Source: an optimization exercise on an open RTL-to-GDS flow (aim: a short achievable clock period and few clock cycles). Production flows keep margins and buffers that such runs may drop. Function was checked by simulation only, so behaviour that the tests miss may differ from the original. No activity file was given, so power comes from the tool's default toggle rates.

==> module heap_ctrl, before the edit <==
module heap_ctrl (
    input  wire          clk,
    input  wire          reset,
    input  wire          wr_max,
    input  wire [6:0]    max_var_wr,
    input  wire          cmd_valid,
    input  wire [1:0]    cmd_op,
    input  wire [6:0]    cmd_var,
    input  wire          cmd_value,
    output wire [31:0]   bump_hit,
    input  wire [511:0]  score_flat,
    input  wire [511:0]  bumped_flat,
    output reg           dec_valid_q,
    output reg  [6:0]    dec_var_q,
    output reg           dec_phase_q,
    output reg           dec_all_q
);
    localparam [1:0] OP_ASSIGN = 2'd0;
    localparam [1:0] OP_CLEAR  = 2'd1;
    localparam [1:0] OP_BUMP   = 2'd2;
    reg  [31:0]   live_q;
    reg  [31:0]   exists_q;
    reg  [31:0]   phase_q;
    reg  [31:0]   best_q;
    reg  [15:0]   best_score_q;
    reg  [31:0]   pend_q;
    reg  [15:0]   pend_score_q;
    reg  [6:0]    pend_var_q;
    reg  [31:0]   pend_below_q;
    wire [31:0]   hit, assign_hit, clear_hit;
    wire [31:0]   new_live, cmd_below;
    wire [1023:0] bt;
    wire [31:0]   below_best, bumped_beats, cleared_beats, pend_beats;
    wire [31:0]   bw, cw, live_m, win2m, second_oh;
    wire [6:0]    second_var;
    wire          second_phase, has_second, pend_wins;
    wire          sel_cmd, sel_second, cmd_phase, any_best;
    wire [63:0]   takes_by_var;
    wire [31:0]   takes;
    reg  [15:0]   cmd_score, bump_score, win2m_score;
    wire [15:0]   second_score;
    function [6:0] encode;
        input [31:0] onehot;
        integer i;
        begin
            encode = 7'd0;
            for (i = 0; i < 32; i = i + 1) begin
                if (onehot[i]) encode = encode | (i + 1);
            end
        end
    endfunction
    genvar i, j;
    generate
        for (i = 0; i < 32; i = i + 1) begin : g_var
            wire [15:0] score  = score_flat[i*16 +: 16];
            wire [15:0] bumped = bumped_flat[i*16 +: 16];
            assign hit[i]        = cmd_valid && cmd_var == i + 1 && exists_q[i];
            assign assign_hit[i] = hit[i] && cmd_op == OP_ASSIGN;
            assign clear_hit[i]  = hit[i] && cmd_op == OP_CLEAR;
            assign bump_hit[i]   = hit[i] && cmd_op == OP_BUMP;
            assign new_live[i]   = max_var_wr > i;
            assign cmd_below[i]  = cmd_var <= i;
            assign below_best[i] = |(best_q >> (i + 1));
            assign bumped_beats[i]  = bumped > best_score_q || (bumped == best_score_q && below_best[i]);
            assign cleared_beats[i] = score > best_score_q || (score == best_score_q && below_best[i]);
            assign pend_beats[i] = pend_score_q > score || (pend_score_q == score && pend_below_q[i]);
            assign bw[i] = live_q[i] && (best_q[i] || bumped_beats[i]);
            assign cw[i] = !any_best || cleared_beats[i];
            assign takes[i] = exists_q[i] && ((cmd_op == OP_CLEAR && cw[i]) || (cmd_op == OP_BUMP && bw[i]));
        end
        for (i = 0; i < 32; i = i + 1) begin : g_row
            for (j = 0; j < 32; j = j + 1) begin : g_col
                if (i < j) begin : g_pair
                    reg g;
                    always @(posedge clk) begin
                        if (wr_max) begin
                            g <= 1'b1;
                        end else if (pend_q[i]) begin
                            g <= pend_beats[j];
                        end else if (pend_q[j]) begin
                            g <= !pend_beats[i];
                        end
                    end
                    assign bt[i*32+j] = g;
                end else if (i > j) begin : g_mirror
                    assign bt[i*32+j] = ~g_row[j].g_col[i].g_pair.g;
                end else begin : g_self
                    assign bt[i*32+j] = 1'b1;
                end
            end
            assign win2m[i] = live_m[i] && !best_q[i] && &(~live_m | best_q | bt[i*32 +: 32]);
        end
    endgenerate
    assign any_best  = |best_q;
    assign live_m    = live_q & ~pend_q;
    assign pend_wins = |(pend_q & live_q & ~best_q) && &(~live_q | best_q | pend_q | pend_beats);
    assign second_oh = pend_wins ? pend_q : win2m;
    always @(*) begin : p_scores
        integer k;
        cmd_score   = 16'd0;
        bump_score  = 16'd0;
        win2m_score = 16'd0;
        for (k = 0; k < 32; k = k + 1) begin
            cmd_score   = cmd_score | ({16{clear_hit[k]}} & score_flat[k*16 +: 16])
                                    | ({16{bump_hit[k]}} & bumped_flat[k*16 +: 16]);
            bump_score  = bump_score | ({16{bump_hit[k]}} & bumped_flat[k*16 +: 16]);
            win2m_score = win2m_score | ({16{win2m[k]}} & score_flat[k*16 +: 16]);
        end
    end
    assign second_score = pend_wins ? pend_score_q : win2m_score;
    assign second_var   = pend_wins ? pend_var_q : encode(win2m);
    assign second_phase = |(second_oh & phase_q);
    assign has_second   = pend_wins || |win2m;
    assign cmd_phase    = |(hit & phase_q);
    assign takes_by_var = {31'd0, takes, 1'b0};
    assign sel_cmd      = cmd_valid && !cmd_var[6] && takes_by_var[cmd_var[5:0]];
    assign sel_second = |(assign_hit & best_q);
    always @(posedge clk or posedge reset) begin
        if (reset) begin
            live_q      <= 32'd0;
            exists_q    <= 32'd0;
            best_q      <= 32'd0;
            pend_q      <= 32'd0;
            dec_valid_q <= 1'b0;
            dec_all_q   <= 1'b1;
            dec_var_q   <= 7'd0;
            dec_phase_q <= 1'b0;
        end else begin
            if (wr_max) begin
                live_q      <= new_live;
                exists_q    <= new_live;
                best_q      <= {31'd0, max_var_wr != 7'd0};
                pend_q      <= 32'd0;
                dec_valid_q <= max_var_wr != 7'd0;
                dec_all_q   <= max_var_wr == 7'd0;
                dec_var_q   <= 7'd1;
                dec_phase_q <= 1'b0;
            end else begin
                live_q <= (live_q & ~assign_hit) | clear_hit;
                pend_q <= bump_hit;
                if (sel_cmd) begin
                    best_q      <= hit;
                    dec_valid_q <= 1'b1;
                    dec_all_q   <= 1'b0;
                    dec_var_q   <= cmd_var;
                    dec_phase_q <= cmd_phase;
                end else if (sel_second) begin
                    best_q      <= second_oh;
                    dec_valid_q <= has_second;
                    dec_all_q   <= !has_second;
                    dec_var_q   <= second_var;
                    dec_phase_q <= second_phase;
                end
            end
        end
    end
    always @(posedge clk) begin
        pend_score_q <= bump_score;
        pend_var_q   <= cmd_var;
        pend_below_q <= cmd_below;
        if (wr_max) begin
            phase_q      <= 32'd0;
            best_score_q <= 16'd0;
        end else begin
            phase_q <= (phase_q & ~assign_hit) | (assign_hit & {32{cmd_value}});
            if (sel_cmd) begin
                best_score_q <= cmd_score;
            end else if (sel_second) begin
                best_score_q <= second_score;
            end
        end
    end
endmodule
Settings: LEC_CHECK=0, CAP_MARGIN=30, CORE_MARGIN=2, CORE_UTILIZATION=30, PLACE_DENSITY=0.55, SETUP_SLACK_MARGIN=5, SLEW_MARGIN=30; clock period 10.0 ns.
run.sh (not shown) runs the stock make flow with config.mk's settings and CLKGATE_MAP_FILE= SYNTH_SCRIPT=/design/flow/synth_recipe.tcl, a recipe that flattens the netlist after the stock synthesis.
The first run finished with capacitance limit, slew limit left.
Testbench counts at the start, summed over its fixed seeds: cycles 13,555.
Rerun with:
--- a/flow/design.v
+++ b/flow/design.v
@@ -133,8 +133,10 @@
     reg  [31:0]   live_q;
     reg  [31:0]   exists_q;
     reg  [31:0]   phase_q;
     reg  [31:0]   best_q;
+    reg  [6:0]    best_var_q;
+    reg  [31:0]   live_m_q;
     reg  [15:0]   best_score_q;
     reg  [31:0]   pend_q;
     reg  [15:0]   pend_score_q;
     reg  [6:0]    pend_var_q;
@@ -171,9 +173,9 @@
             assign clear_hit[i]  = hit[i] && cmd_op == OP_CLEAR;
             assign bump_hit[i]   = hit[i] && cmd_op == OP_BUMP;
             assign new_live[i]   = max_var_wr > i;
             assign cmd_below[i]  = cmd_var <= i;
-            assign below_best[i] = |(best_q >> (i + 1));
+            assign below_best[i] = best_var_q > i + 1;
             assign bumped_beats[i]  = bumped > best_score_q || (bumped == best_score_q && below_best[i]);
             assign cleared_beats[i] = score > best_score_q || (score == best_score_q && below_best[i]);
             assign pend_beats[i] = pend_score_q > score || (pend_score_q == score && pend_below_q[i]);
             assign bw[i] = live_q[i] && (best_q[i] || bumped_beats[i]);
@@ -203,9 +205,9 @@
             assign win2m[i] = live_m[i] && !best_q[i] && &(~live_m | best_q | bt[i*32 +: 32]);
         end
     endgenerate
     assign any_best  = |best_q;
-    assign live_m    = live_q & ~pend_q;
+    assign live_m    = live_m_q;
     assign pend_wins = |(pend_q & live_q & ~best_q) && &(~live_q | best_q | pend_q | pend_beats);
     assign second_oh = pend_wins ? pend_q : win2m;
     always @(*) begin : p_scores
         integer k;
@@ -229,8 +231,9 @@
     assign sel_second = |(assign_hit & best_q);
     always @(posedge clk or posedge reset) begin
         if (reset) begin
             live_q      <= 32'd0;
+            live_m_q    <= 32'd0;
             exists_q    <= 32'd0;
             best_q      <= 32'd0;
             pend_q      <= 32'd0;
             dec_valid_q <= 1'b0;
@@ -239,18 +242,20 @@
             dec_phase_q <= 1'b0;
         end else begin
             if (wr_max) begin
                 live_q      <= new_live;
+                live_m_q    <= new_live;
                 exists_q    <= new_live;
                 best_q      <= {31'd0, max_var_wr != 7'd0};
                 pend_q      <= 32'd0;
                 dec_valid_q <= max_var_wr != 7'd0;
                 dec_all_q   <= max_var_wr == 7'd0;
                 dec_var_q   <= 7'd1;
                 dec_phase_q <= 1'b0;
             end else begin
-                live_q <= (live_q & ~assign_hit) | clear_hit;
-                pend_q <= bump_hit;
+                live_q   <= (live_q & ~assign_hit) | clear_hit;
+                live_m_q <= ((live_q & ~assign_hit) | clear_hit) & ~bump_hit;
+                pend_q   <= bump_hit;
                 if (sel_cmd) begin
                     best_q      <= hit;
                     dec_valid_q <= 1'b1;
                     dec_all_q   <= 1'b0;
@@ -266,8 +271,15 @@
             end
         end
     end
     always @(posedge clk) begin
+        if (wr_max) begin
+            best_var_q <= 7'd1;
+        end else if (sel_cmd) begin
+            best_var_q <= cmd_var;
+        end else if (sel_second) begin
+            best_var_q <= second_var;
+        end
         pend_score_q <= bump_score;
         pend_var_q   <= cmd_var;
         pend_below_q <= cmd_below;
         if (wr_max) begin
Effect:
- This time the run finished but fails on antenna rules
- core utilization is lower by 1.3 points
- clock power is about the same
- cell area is about the same
- power went down by a few percent
- fmax grows by roughly a tenth
- clock-buffer cell count goes down by 7
- sequential power stays flat
- combinational power goes down by roughly a tenth
- critical path depth is higher by 1
- final cell count went up by a few percent
- global-route usage goes down by 8.2 points
Testbench counts after the change, summed over its fixed seeds: cycles 13,555.

afterwards: timing with drivers on the ports:
No port has a modelled driver above. Below, the same layouts with a new extraction and two added sets of constraints. Step 1: set_driving_cell puts a clkbuf_16 on clk and a buf_2 on each other input, an assumption about the parent block. Step 2, shift: input delay + t, output delay - t, t = (earliest + latest rising clock arrival at the registers) / 2. This alone moves slack from input paths to output paths. Three values: ideal ports, drivers, drivers and shift; two values: the first two.
| run | t, ns | setup WS [ns] | latest minus earliest clock arrival (ns) |
|---|---|---|---|
| the first run | 1.166 | 3.655 / 3.587 / 2.421 | 0.150 / 0.150 |
| the second run | 1.233 | 4.285 / 4.285 / 3.280 | 0.167 / 0.168 |
For the first run, which loses most, drivers alone change the setup slack by -0.068 ns; drivers and shift together by -1.234 ns.
